Context: an optimization exercise on an open-source flow, tuned for small area, a short achievable clock period and few clock cycles. The choices shown serve that exercise and are no tape-out recipe. Function was checked by simulation only, so behaviour that the tests miss may differ from the original. Power and IR drop assume default switching activity.

## v6
Design fpga_sys_top, start of the top module:
module fpga_sys_top #(
	parameter int MEM_AW = 5,
	parameter int RD_LAT = 1  
) (
	input logic i_clk,
	input logic i_rst_n,
	input logic i_uart_wstart_rq,
	input logic i_uart_rstart_rq,
	input logic [fpga_sys_pkg::ADDR_W-1:0] i_uart_win_addr,
	input logic [fpga_sys_pkg::ADDR_W-1:0] i_uart_rin_addr,
	input logic [fpga_sys_pkg::LINE_W-1:0] i_uart_in_wdata,
	input logic [fpga_sys_pkg::MASK_W-1:0] i_uart_in_mask,
	output logic o_uart_finish_wresp,
	output logic o_uart_finish_mrd,
	output logic o_uart_rdat_m_valid,
	output logic [fpga_sys_pkg::LINE_W-1:0] o_uart_rdat_m_data,
	input logic i_dc_wstart_rq,
	input logic i_dc_rstart_rq,
	input logic [fpga_sys_pkg::ADDR_W-1:0] i_dc_win_addr,
	input logic [fpga_sys_pkg::ADDR_W-1:0] i_dc_rin_addr,
	input logic [fpga_sys_pkg::LINE_W-1:0] i_dc_in_wdata,
	input logic [fpga_sys_pkg::MASK_W-1:0] i_dc_in_mask,
	output logic o_dc_finish_wresp,
	output logic o_dc_finish_mrd,
	output logic o_dc_rdat_m_valid,
	output logic [fpga_sys_pkg::LINE_W-1:0] o_dc_rdat_m_data,
	output logic o_dc_rqfull,
	input logic i_dma_io_we,
	input logic [fpga_sys_pkg::IO_AW-1:0] i_dma_io_wadr,
	input logic [fpga_sys_pkg::IO_DW-1:0] i_dma_io_wdata,
	input logic [fpga_sys_pkg::IO_AW-1:0] i_dma_io_radr,
	input logic [fpga_sys_pkg::IO_DW-1:0] i_dma_io_rdata_in,
	output logic [fpga_sys_pkg::IO_DW-1:0] o_dma_io_rdata,
	output logic [fpga_sys_pkg::LED_W-1:0] o_rgb_led,
	output logic [fpga_sys_pkg::LED_W-1:0] o_rgb_led1,
	output logic [fpga_sys_pkg::LED_W-1:0] o_rgb_led2,
	output logic [fpga_sys_pkg::LED_W-1:0] o_rgb_led3
);
logic we;
logic [(1<<MEM_AW)-1:0] wsel;
logic [fpga_sys_pkg::LINE_W-1:0] wdata;
logic [fpga_sys_pkg::MASK_W-1:0] wmask;
logic [(1<<MEM_AW)-1:0] rsel;
logic [fpga_sys_pkg::LINE_W-1:0] rd_data;
bus_arbiter #(.LW(MEM_AW)) u_arb (
	.i_clk(i_clk),
	.i_rst_n(i_rst_n),
	.i_uart_wstart_rq(i_uart_wstart_rq),
	.i_uart_rstart_rq(i_uart_rstart_rq),
	.i_uart_win_addr(i_uart_win_addr),
	.i_uart_rin_addr(i_uart_rin_addr),
	.i_uart_in_wdata(i_uart_in_wdata),
	.i_uart_in_mask(i_uart_in_mask),
	.o_uart_finish_wresp(o_uart_finish_wresp),
  ...
Size: roughly 10000 cells after synthesis, ~4300 flip-flops, roughly 0.16 mm² of cells after synthesis.
==> flow/config.mk <==
export PLATFORM = sky130hd
export DESIGN_NAME = fpga_sys_top
export DESIGN_NICKNAME = fpga_sys_top
export VERILOG_FILES = /design/flow/design.v
export SDC_FILE = /design/flow/constraint.sdc
export NUM_CORES = 4
export LEC_CHECK = 0
export CAP_MARGIN = 20
export CORE_MARGIN = 2
export CORE_UTILIZATION = 40
export PLACE_DENSITY = 0.5
export SLEW_MARGIN = 20
export SYNTH_MEMORY_MAX_BITS = 16384
==> flow/constraint.sdc <==
create_clock -name core_clock -period 10.0 [get_ports {i_clk}]
set_input_delay 2.0000 -clock core_clock [delete_from_list [all_inputs] [get_ports {i_clk}]]
set_output_delay 2.0000 -clock core_clock [all_outputs]
set_load 0.01 [all_outputs]
standard.sh (not shown) runs the stock make flow with config.mk's settings and CLKGATE_MAP_FILE= SYNTH_SCRIPT=/design/flow/synth_recipe.tcl, a recipe that flattens the netlist after the stock synthesis.
==> flow/flow/run.sh <==
#!/bin/bash
set -euo pipefail
bash standard.sh SETUP_SLACK_MARGIN=6.5 finish > standard_flow.log 2>&1
Testbench counts of v6, summed over its fixed seeds: cycles 2,592.
The following lists how v7 was set up differently from v6:
# v6
export LEC_CHECK = 0
export CAP_MARGIN = 20
export CORE_MARGIN = 2
export CORE_UTILIZATION = 40
export PLACE_DENSITY = 0.5
export SLEW_MARGIN = 20
export SYNTH_MEMORY_MAX_BITS = 16384
create_clock -name core_clock -period 10.0 [get_ports {i_clk}]
# v7
export LEC_CHECK = 0
export CAP_MARGIN = 20
export CORE_MARGIN = 2
export CORE_UTILIZATION = 40
export CTS_CLUSTER_DIAMETER = 100
export CTS_CLUSTER_SIZE = 30
export PLACE_DENSITY = 0.5
export SLEW_MARGIN = 20
export SYNTH_MEMORY_MAX_BITS = 16384
create_clock -name core_clock -period 10.0 [get_ports {i_clk}]
==> flow/flow/run.sh <==
#!/bin/bash
set -euo pipefail
export BUFFER_PORTS_ARGS="-buffer_cell sky130_fd_sc_hd__buf_2"
bash standard.sh SETUP_SLACK_MARGIN=6.3 "BUFFER_PORTS_ARGS=$BUFFER_PORTS_ARGS" finish > standard_flow.log 2>&1
## What came out
v7 reached the end of the flow, and the finished layout is clean on the timing, DRC and antenna checks. Cell count: v6 and v7 compared, higher one is v6. v6 → v7: routed wire length lost about 9%, layout overhead on the synthesized area lost 12 points, maximum clock rate lost 0.012 GHz. Final design area excluding fillers of v7 falls short of that of v6 by a little under 10%. Side by side, share of the clock period used by the worst path turned out higher in v7 than in v6. v7 ended up with a lower overall power of the completed layout than v6 did. In the metrics for v6 and v7, the one carrying the lower clock network area share is v7. Compare v6 and v7 | total stage count of the critical path higher: v7.

========
== before ==
Another version of the RTL of fpga_sys_top (not shown whole).
Size in the first run: about 9,600 cells after synthesis, roughly 160,000 um^2 of cells after synthesis.
==> flow/config.mk <==
export PLATFORM = sky130hd
export DESIGN_NAME = fpga_sys_top
export DESIGN_NICKNAME = fpga_sys_top
export VERILOG_FILES = /design/flow/design.v
export SDC_FILE = /design/flow/constraint.sdc
export NUM_CORES = 4
export LEC_CHECK = 0
export CAP_MARGIN = 20
export CORE_MARGIN = 2
export CORE_UTILIZATION = 40
export PLACE_DENSITY = 0.5
export SLEW_MARGIN = 20
export SYNTH_MEMORY_MAX_BITS = 16384
==> flow/constraint.sdc <==
create_clock -name core_clock -period 10.0 [get_ports {i_clk}]
set_input_delay 2.0000 -clock core_clock [delete_from_list [all_inputs] [get_ports {i_clk}]]
set_output_delay 2.0000 -clock core_clock [all_outputs]
set_load 0.01 [all_outputs]
==> flow/flow/run.sh <==
#!/bin/bash
set -euo pipefail
export BUFFER_PORTS_ARGS="-buffer_cell sky130_fd_sc_hd__buf_2"
bash standard.sh SETUP_SLACK_MARGIN=6.5 "BUFFER_PORTS_ARGS=$BUFFER_PORTS_ARGS" finish > standard_flow.log 2>&1
before completed; timing, DRC and antenna clean
Testbench counts of before, summed over its fixed seeds: cycles 2,592.
> inputs changed (before -> after)
- putting CTS_CLUSTER_DIAMETER at 80 where nothing was set
- putting CTS_CLUSTER_SIZE at 24 where nothing was set
==> notes.md <==
after reached the end of the flow, and the finished layout is clean on the timing, DRC and antenna checks. On after: post-CTS setup buffer count is about 4% lower than what before gave. after vs. before: number of top-level design ports did not really move; register fraction of the total cell area up 3.0 points. For after, the worst setup path endpoint was u_mem.rd_q[73], unlike before, where it was u_mem.rd_q[69].

## separate check: timing with driven ports
How much do the figures lean on ideal ports? The routed layouts below were timed once more, with nothing changed but the port constraints.
Step 1, drivers: a clkbuf_16 drives i_clk and a buf_2 each remaining input, both assumed.
Step 2 adds t to the input delays and takes it off the output delays; t is the mean of the earliest and latest rising clock arrival at the registers after step 1. Input paths then give back, and output paths get back, about the clock's delay inside the block.
Three values: no drivers, after step 1, after step 2; two values: the first two.
run	shift t [ns]	setup WS [ns]	worst register clock-pin slew, ns
v6	1.088	6.332 / 6.216 / 5.128	0.07 / 0.07
v7	1.047	6.157 / 6.183 / 5.136	0.12 / 0.12
before	1.089	6.369 / 6.353 / 5.313	0.08 / 0.08
after	1.081	6.249 / 6.331 / 5.250	0.10 / 0.10
After both steps setup and hold are still met in every run listed. The setup slack of v6, which loses most, moves by -0.116 ns with the drivers and by -1.204 ns with both steps.
